This design comes from an exercise in tuning for small area, a short achievable clock period and few clock cycles on the open sky130 flow, not from production work.
Only simulation tests tie the RTL to the original design; equivalence was not proved.
Power and IR drop assume default switching activity.

<file path="design/flow/design.v">
package ksl_pkg;
    localparam int CAPACITY   = 32;
    localparam int FLOOR_BITS = 6;
    localparam int TIME_BITS  = 32;
    localparam int OCC_BITS   = 6;
    localparam int ADDR_BITS  = (CAPACITY > 1) ? $clog2(CAPACITY) : 1;
    localparam int IDX_BITS   = $clog2(CAPACITY + 1);
    localparam int ENTRY_BITS = FLOOR_BITS + TIME_BITS;
    localparam int MEM_REQ_BITS = 1 + ADDR_BITS + ENTRY_BITS + ADDR_BITS;
    localparam int RESULT_BITS  = 2 + TIME_BITS + OCC_BITS + OCC_BITS + 1;
    localparam logic [OCC_BITS-1:0] SLOTS_RESET = OCC_BITS'(32);
    typedef enum logic {
        CMD_ADD    = 1'b0,
        CMD_REMOVE = 1'b1
    } command_t;
    typedef enum logic [1:0] {
        STAT_ADDED   = 2'd0,
        STAT_FULL    = 2'd1,
        STAT_REMOVED = 2'd2,
        STAT_DONE    = 2'd3
    } status_t;
    typedef enum logic {
        ST_IDLE,
        ST_SCAN
    } state_t;
    typedef struct packed {
        status_t               status;
        logic [TIME_BITS-1:0]  removed_time;
        logic [OCC_BITS-1:0]   occupancy;
        logic [OCC_BITS-1:0]   removed_count;
        logic                  last;
    } result_t;
    typedef struct packed {
        logic                  wr_en;
        logic [ADDR_BITS-1:0]  wr_addr;
        logic [ENTRY_BITS-1:0] wr_data;
        logic [ADDR_BITS-1:0]  rd_addr;
    } mem_req_t;
endpackage
module ksl_ram #(
    parameter int DEPTH = 32,
    parameter int WIDTH = 38
) (
    input  logic                                       clk,
    input  logic                                       wr_en,
    input  logic [((DEPTH > 1) ? $clog2(DEPTH) : 1)-1:0] wr_addr,
    input  logic [WIDTH-1:0]                           wr_data,
    input  logic [((DEPTH > 1) ? $clog2(DEPTH) : 1)-1:0] rd_addr,
    output logic [WIDTH-1:0]                           rd_data
);
    logic [WIDTH-1:0] mem [DEPTH];
    logic [WIDTH-1:0] rd_data_reg;
    always_ff @(posedge clk)
    begin
        if (wr_en)
        begin
            mem[wr_addr] <= wr_data;
        end
        rd_data_reg <= mem[rd_addr];
    end
    assign rd_data = rd_data_reg;
endmodule
import ksl_pkg::*;
module ksl_ctrl
(
    input  logic                  clk,
    input  logic                  rst_n,
    input  logic [IDX_BITS-1:0]   limit,
    input  logic                  in_valid,
    output logic                  in_stall,
    input  logic                  command,
    input  logic [FLOOR_BITS-1:0] key_floor,
    input  logic [TIME_BITS-1:0]  entry_time,
    output logic [MEM_REQ_BITS-1:0] mem_req_o,
    input  logic [ENTRY_BITS-1:0] mem_rd_data,
    output logic                  out_valid,
    input  logic                  out_stall,
    output logic [RESULT_BITS-1:0]  result_o
);
    ksl_pkg::mem_req_t              mem_req;
    ksl_pkg::state_t                state_reg, state_next;
    logic [IDX_BITS-1:0]   idx_reg, idx_next;
    ksl_pkg::command_t              cmd_reg, cmd_next;
    logic [FLOOR_BITS-1:0] key_reg, key_next;
    logic [TIME_BITS-1:0]  time_reg, time_next;
    logic [CAPACITY-1:0]   valid_reg, valid_next;
    logic [OCC_BITS-1:0]   count_reg, count_next;
    logic [OCC_BITS-1:0]   removed_reg, removed_next;
    logic                  out_valid_reg, out_valid_next;
    ksl_pkg::result_t               res_reg, res_next;
    logic                  out_free;
    logic                  at_end;
    logic [ADDR_BITS-1:0]  slot;
    logic [FLOOR_BITS-1:0] rd_floor;
    logic [TIME_BITS-1:0]  rd_time;
    assign slot     = idx_reg[ADDR_BITS-1:0];
    assign at_end   = (idx_reg == limit);
    assign out_free = !out_valid_reg || !out_stall;
    assign rd_floor = mem_rd_data[ENTRY_BITS-1:TIME_BITS];
    assign rd_time  = mem_rd_data[TIME_BITS-1:0];
    always_ff @(posedge clk or negedge rst_n)
    begin
        if (!rst_n)
        begin
            state_reg     <= ST_IDLE;
            idx_reg       <= '0;
            valid_reg     <= '0;
            count_reg     <= '0;
            removed_reg   <= '0;
            out_valid_reg <= 1'b0;
        end
        else
        begin
            state_reg     <= state_next;
            idx_reg       <= idx_next;
            valid_reg     <= valid_next;
            count_reg     <= count_next;
            removed_reg   <= removed_next;
            out_valid_reg <= out_valid_next;
        end
    end
    always_ff @(posedge clk)
    begin
        cmd_reg  <= cmd_next;
        key_reg  <= key_next;
        time_reg <= time_next;
        res_reg  <= res_next;
    end
    always_comb
    begin
        state_next     = state_reg;
        idx_next       = idx_reg;
        cmd_next       = cmd_reg;
        key_next       = key_reg;
        time_next      = time_reg;
        valid_next     = valid_reg;
        count_next     = count_reg;
        removed_next   = removed_reg;
        res_next       = res_reg;
        out_valid_next = out_valid_reg;
        in_stall       = 1'b1;
        mem_req.wr_en   = 1'b0;
        mem_req.wr_addr = slot;
        mem_req.wr_data = {key_reg, time_reg};
        if (out_valid_reg && !out_stall)
        begin
            out_valid_next = 1'b0;
        end
        unique case (state_reg)
            ST_IDLE:
            begin
                in_stall = 1'b0;
                if (in_valid)
                begin
                    cmd_next     = ksl_pkg::command_t'(command);
                    key_next     = key_floor;
                    time_next    = entry_time;
                    idx_next     = '0;
                    removed_next = '0;
                    state_next   = ST_SCAN;
                end
            end
            ST_SCAN:
            begin
                if (at_end)
                begin
                    if (out_free)
                    begin
                        res_next.status        = (cmd_reg == CMD_ADD) ? STAT_FULL : STAT_DONE;
                        res_next.removed_time  = '0;
                        res_next.occupancy     = count_reg;
                        res_next.removed_count = (cmd_reg == CMD_ADD) ? '0 : removed_reg;
                        res_next.last          = 1'b1;
                        out_valid_next         = 1'b1;
                        state_next             = ST_IDLE;
                    end
                end
                else if (cmd_reg == CMD_ADD)
                begin
                    if (!valid_reg[slot])
                    begin
                        if (out_free)
                        begin
                            mem_req.wr_en          = 1'b1;
                            valid_next[slot]       = 1'b1;
                            count_next             = count_reg + 1'b1;
                            res_next.status        = STAT_ADDED;
                            res_next.removed_time  = '0;
                            res_next.occupancy     = count_reg + 1'b1;
                            res_next.removed_count = '0;
                            res_next.last          = 1'b1;
                            out_valid_next         = 1'b1;
                            state_next             = ST_IDLE;
                        end
                    end
                    else
                    begin
                        idx_next = idx_reg + 1'b1;
                    end
                end
                else
                begin
                    if (valid_reg[slot] && (rd_floor == key_reg))
                    begin
                        if (out_free)
                        begin
                            valid_next[slot]       = 1'b0;
                            count_next             = count_reg - 1'b1;
                            removed_next           = removed_reg + 1'b1;
                            res_next.status        = STAT_REMOVED;
                            res_next.removed_time  = rd_time;
                            res_next.occupancy     = count_reg - 1'b1;
                            res_next.removed_count = '0;
                            res_next.last          = 1'b0;
                            out_valid_next         = 1'b1;
                            idx_next               = idx_reg + 1'b1;
                        end
                    end
                    else
                    begin
                        idx_next = idx_reg + 1'b1;
                    end
                end
            end
            default:
            begin
                state_next = ST_IDLE;
            end
        endcase
        mem_req.rd_addr = idx_next[ADDR_BITS-1:0];
    end
    assign out_valid = out_valid_reg;
    assign result_o  = res_reg;
    assign mem_req_o = mem_req;
endmodule
import ksl_pkg::*;
module keyed_slot_table_top
(
    input  logic                  clk,
    input  logic                  rst_n,
    input  logic                  in_valid,
    output logic                  in_stall,
    input  logic                  command,
    input  logic [FLOOR_BITS-1:0] key_floor,
    input  logic [TIME_BITS-1:0]  entry_time,
    output logic                  out_valid,
    input  logic                  out_stall,
    output logic [1:0]            status,
    output logic [TIME_BITS-1:0]  removed_time,
    output logic [OCC_BITS-1:0]   occupancy,
    output logic [OCC_BITS-1:0]   removed_count,
    output logic                  last,
    input  logic                  cfg_valid,
    output logic                  cfg_ready,
    input  logic [OCC_BITS-1:0]   cfg_data
);
    logic [OCC_BITS-1:0]   slots_reg;
    logic [IDX_BITS-1:0]   limit;
    ksl_pkg::mem_req_t              mem_req;
    logic [ENTRY_BITS-1:0] mem_rd_data;
    ksl_pkg::result_t               result;
    assign cfg_ready = 1'b1;
    always_ff @(posedge clk or negedge rst_n)
    begin
        if (!rst_n)
        begin
            slots_reg <= SLOTS_RESET;
        end
        else if (cfg_valid && cfg_ready)
        begin
            slots_reg <= cfg_data;
        end
    end
    assign limit = (slots_reg > OCC_BITS'(CAPACITY)) ? IDX_BITS'(CAPACITY)
                                                     : IDX_BITS'(slots_reg);
    ksl_ram #(
        .DEPTH (CAPACITY),
        .WIDTH (ENTRY_BITS)
    ) u_ram (
        .clk     (clk),
        .wr_en   (mem_req.wr_en),
        .wr_addr (mem_req.wr_addr),
        .wr_data (mem_req.wr_data),
        .rd_addr (mem_req.rd_addr),
        .rd_data (mem_rd_data)
    );
    ksl_ctrl u_ctrl (
        .clk         (clk),
        .rst_n       (rst_n),
        .limit       (limit),
        .in_valid    (in_valid),
        .in_stall    (in_stall),
        .command     (command),
        .key_floor   (key_floor),
        .entry_time  (entry_time),
        .mem_req_o   (mem_req),
        .mem_rd_data (mem_rd_data),
        .out_valid   (out_valid),
        .out_stall   (out_stall),
        .result_o    (result)
    );
    assign status        = result.status;
    assign removed_time  = result.removed_time;
    assign occupancy     = result.occupancy;
    assign removed_count = result.removed_count;
    assign last          = result.last;
endmodule
</file>
<file path="design/flow/run.sh">
#!/bin/bash
# synth_recipe.tcl (not shown) runs the flow's synth.tcl, then flattens the netlist and writes it again
# the make line also repeats each setting of config.mk as NAME=value (left out here)
make -C /OpenROAD-flow-scripts/flow DESIGN_CONFIG=/design/flow/config.mk WORK_HOME=/design/flow/orfs CLKGATE_MAP_FILE= SYNTH_SCRIPT=/design/flow/synth_recipe.tcl finish
</file>
<file path="design/flow/config.mk">
export PLATFORM = sky130hd
export DESIGN_NAME = keyed_slot_table_top
export DESIGN_NICKNAME = keyed_slot_table_top
export VERILOG_FILES = /design/flow/design.v
export SDC_FILE = /design/flow/constraint.sdc
export NUM_CORES = 4
export LEC_CHECK = 0
export CAP_MARGIN = 20
export CORE_MARGIN = 2
export CORE_UTILIZATION = 40
export SLEW_MARGIN = 20
</file>
<file path="design/flow/constraint.sdc">
create_clock -name core_clock -period 8.0 [get_ports {clk}]
set_input_delay 1.6000 -clock core_clock [delete_from_list [all_inputs] [get_ports {clk}]]
set_output_delay 1.6000 -clock core_clock [all_outputs]
set_load 0.01 [all_outputs]
</file>
==> flow_summary.yaml <==
layout:
  largest_register_ffs: 1216
  area_delta_synth_final_pct: 13.13
  antenna_cells: 0
  fillers: 13550
  final_layout_size_suffix_gt1_share_pct: 8.588
  utilization_pct: 45.68
  num-nets-final: 5039
pwr:
  p_leak_nw: 24.14
  swShare_pct: 41.35
  p_sw_w: 0.01117
  p_comb_share_pct: 40.3
  seq_power_share_pct: 34.3
  p_int_w: 0.01584
  ir_drop_mv: 0.5117
  power.total_w: 0.02701
  pwr_density_cell_mw_per_mm2: 382.9
  p_clk_share_pct: 25.5
routing:
  wl_um: 201900
  vias: 45580
  postRouteAntennaNets: 0
  dr.pass1.iters: 6
  wl_per_cell_um: 28.26
  via_per_inst: 6.380
  drc: 0
  drtIter0Drc: 5748
setup_path:
  crit_slowest_cell: "o211a_4"
  crit_chain: "mux4_2 -> a31o_1 -> and2_1 -> nor4_2 -> o211a_4 -> a21oi_1 -> a31o_4 -> inv_2 -> buf_4 -> o2111a_1 -> a211o_1 -> a21o_1 -> o221ai_1"
  end_kind: "register"
  worst_ep_arrival_time_ps: 6650
  slowest_delay_ps: 960
  cp_max_fo: 75
  path_buf_inv: 2
  critPathLaunchType: "register"
  cpLargestDelayFamily: "compound AO/OA/AOI/OAI gates"
  worstSetupPathType: "reg2reg"
  crit_required_ps: 8650
placed_design:
  place_hpwl_um: 104500
  routabilityCongestion: 0.7933
  dp_slack_ps: 1864
  portBuffers: 98
global_route:
  grt_use_total_pct: 24.85
  grt_pass1_wl_um: 294300
  grt_max_degree: 161
  antenna_found_initial: 6
  grt-ovfl-total: 0
  grt_pass1_vias: 42840
clock_network:
  ctsRootBufferMaster: "clkbuf_16"
  postCtsHoldBufs: 0
  clkTransAtPathRegs_ps: 60
  cts_buffers: 151
  cts_setup_buffers: 0
  cts_num_sinks: 1398
  clkLatencyLatePin_ps: 800
  cts_tree: "built"
  clockBufferDepth: 3
  cts_resized: 0
  htree_num_levels: 4
timing:
  fin_crit_sh_pct: 75.07
  tns_ps: 0
  fin_ws_ps: 1994
  slew-limit-headroom_pct: 19.79
  finClkSkew_ps: 70.60
  setup_viol: 0
  timing.fmax_ghz: 0.1665
  hold_viol_final: 0
  max_slew.worst_pin.slew_ps: 1203
  rsz0062_at_grt: "no"
  fin_crit_ps: 6006
  whs_ps: 480.4
  drv_slew: 0
floorplanning:
  boundaryPins: 100
  die_h_um: 398.8
  die_w_um: 398.8
  die_area_sq_mm: 0.1590
  row_count: 144
  placeableCoreArea_sq_mm: 0.1544
  initial_utilization_pct: 40.38
synth:
  synthArstFlopShare_pct: 4.149
  synth_fp_nets: 5137
  yosysWarnings: 3
  ys_types: 71
  avgSynthCellArea_sq_um: 12.28
  syn-cell-area_sq_mm: 0.06235
  ys_seq_elements: 1398
  synth.top_cell.area_share_pct: 62.71
  synth_edf_count: 1302
  yosysTopAreaCell: "edfxtp_1"
  ys_seq_area_share_pct: 66.26
  synthTopCellsByArea: "edfxtp_1 (63%), nand2_1 (6.3%), o22ai_1 (3.8%)"
  synth-main-ff-cell: "edfxtp_1"
  postSynthCellCount: 5078
run:
  drv_cap: 0
status:
  status: "finished clean"
hold_path:
  hp-class: "reg2reg"
==> power groups by stage <==
stage          combinational (W)  clock [W]  sequential (W)
2_1_floorplan            0.00693          0         0.00925
3_3_place_gp              0.0105          0         0.00942
3_5_place_dp              0.0106          0         0.00942
4_1_cts                   0.0107    0.00696         0.00928
5_1_grt                   0.0116    0.00725         0.00932
6_report                  0.0109    0.00688         0.00926
==> final cells by class <==
cell class | count | area [sq um] | area share, %
clock buffer | 206 | 4116 | 5.836
sequential | 1398 | 41320 | 58.58
multi-input combinational | 3114 | 19240 | 27.28
inverter | 91 | 364.1 | 0.5162
timing repair buffer | 224 | 2212 | 3.136
clock inverter | 67 | 723.2 | 1.025
tap | 2044 | 2557 | 3.626
==> metal layers <==
layer  vias to the layer above  global-route usage [%]  routed length, um
met5                         -                       0                 68
met4                         4                   9.245               6930
met3                       392                   5.584              20670
met2                      2521                   37.17              89180
met1                     23090                   35.31              85040
li1                      19570                       -                  -
==> per-stage QoR <==
step                      cells  instance area, sq um
after floorplan            5078                 62350
after global placement     6864                 65550
after detailed placement   6866                 65600
after CTS                  7139                 70440
after global routing       7144                 70540
final                      7144                 70540
==> cells in the mapped netlist, drive strengths merged (2+ instances only) <==
library cell and n:
a211o 152, a211oi 79, a21o 39, a21oi 11, a311oi 76, a31o 78
a31oi 154, and2 9, and3 78, buf 68, clkbuf 407, clkinv 3
dfrtp 57, dfxtp 38, edfxtp 1302, ha 9, inv 88, mux2 104
mux2i 15, nand2 1049, nand2b 5, nand3 344, nand3b 4, nand4 7
nor2 60, nor2b 2, nor3 87, nor4 9, o2111a 76, o211ai 4
o21a 2, o21ai 22, o221ai 39, o22ai 381, o311a 76, o31ai 3
o32ai 81, or2 3, or3 6, or3b 4, or4 2, xnor2 19
xor2 11
==> tightest hold or removal path: stages (launching register included) <==
cell and delay [ps]:
dfrtp_1 340, nand2_1 40, o21ai_0 60
==> final timing paths <==
| check | slack, ps | startpoint | to | cells past startpoint |
|---|---|---|---|---|
| worst max register to register | 1990 | u_ctrl.idx_reg[0] | u_ram.rd_data_reg[3] | 13 |
| worst min-delay path | 480 | register | register | 2 |
| worst max-delay path | 1990 | u_ctrl.idx_reg[0] | u_ram.rd_data_reg[3] | 13 |
| max in group asynchronous | 6390 | rst_n | u_ctrl.idx_reg[0] | 2 |
| min in group asynchronous | 950 | rst_n | u_ctrl.count_reg[3] | 2 |
| worst min register to register | 480 | register | register | 2 |
==> cell usage in the layout, fill, tap and decap left out, types with 17 or more instances in the layout <==
| master | count |
|---|---|
| a211o_1 | 152 |
| a211oi_1 | 77 |
| a21o_1 | 39 |
| a311oi_1 | 76 |
| a31o_1 | 77 |
| a31oi_1 | 154 |
| and3_1 | 77 |
| buf_12 | 17 |
| buf_4 | 102 |
| clkbuf_1 | 43 |
| clkbuf_16 | 152 |
| clkdlybuf4s50_1 | 97 |
| clkinv_1 | 19 |
| clkinv_2 | 21 |
| dfrtp_1 | 55 |
| dfxtp_1 | 38 |
| edfxtp_1 | 1302 |
| inv_1 | 81 |
| mux2_1 | 76 |
| mux2_2 | 27 |
| nand2_1 | 1043 |
| nand3_1 | 344 |
| nor2_1 | 25 |
| nor2_4 | 35 |
| nor3_1 | 87 |
| o2111a_1 | 76 |
| o21ai_0 | 22 |
| o221ai_1 | 39 |
| o22ai_1 | 381 |
| o311a_1 | 76 |
| o32ai_1 | 80 |
| xnor2_1 | 19 |
==> cell families after synthesis <==
| logic type | after synthesis | share of synthesized area (%) |
|---|---|---|
| multiplexers | 120 | 2.161 |
| buffers and inverters | 566 | 3.536 |
| adder cells (fa/ha/maj) | 9 | 0.1806 |
| flip-flops | 1398 | 66.26 |
| AND/OR/NAND/NOR | 1672 | 11.52 |
| AO/OA/AOI/OAI | 1282 | 15.92 |
| other | 1 | 0.006015 |
| XOR/XNOR | 30 | 0.4214 |
Testbench counts, summed over its fixed seeds: cycles 143,371.

## static timing again, ports no longer ideal
No port has a modelled driver above. Below, the same layout with a new extraction and two added sets of constraints. Step 1, drivers: a clkbuf_16 drives clk and a buf_2 each remaining input, both assumed. Step 2 times the ports against the registers' clock, not the clock port: input delays grow and output delays shrink by t, the midpoint of the rising clock arrivals with the driver on. Three values: ideal, step 1, step 2; two values: the first two.
t, ns: 0.863
slack for setup (ns): 1.994 / 1.994 / 1.800
latest minus earliest clock arrival (ns): 0.079 / 0.079
worst slew at a driven data input, ns: 0.09
pins driven straight from the clock port: 1
After both steps setup and hold are still met in this run. The setup slack of this run moves by 0.000 ns with the drivers and by -0.194 ns with both steps.
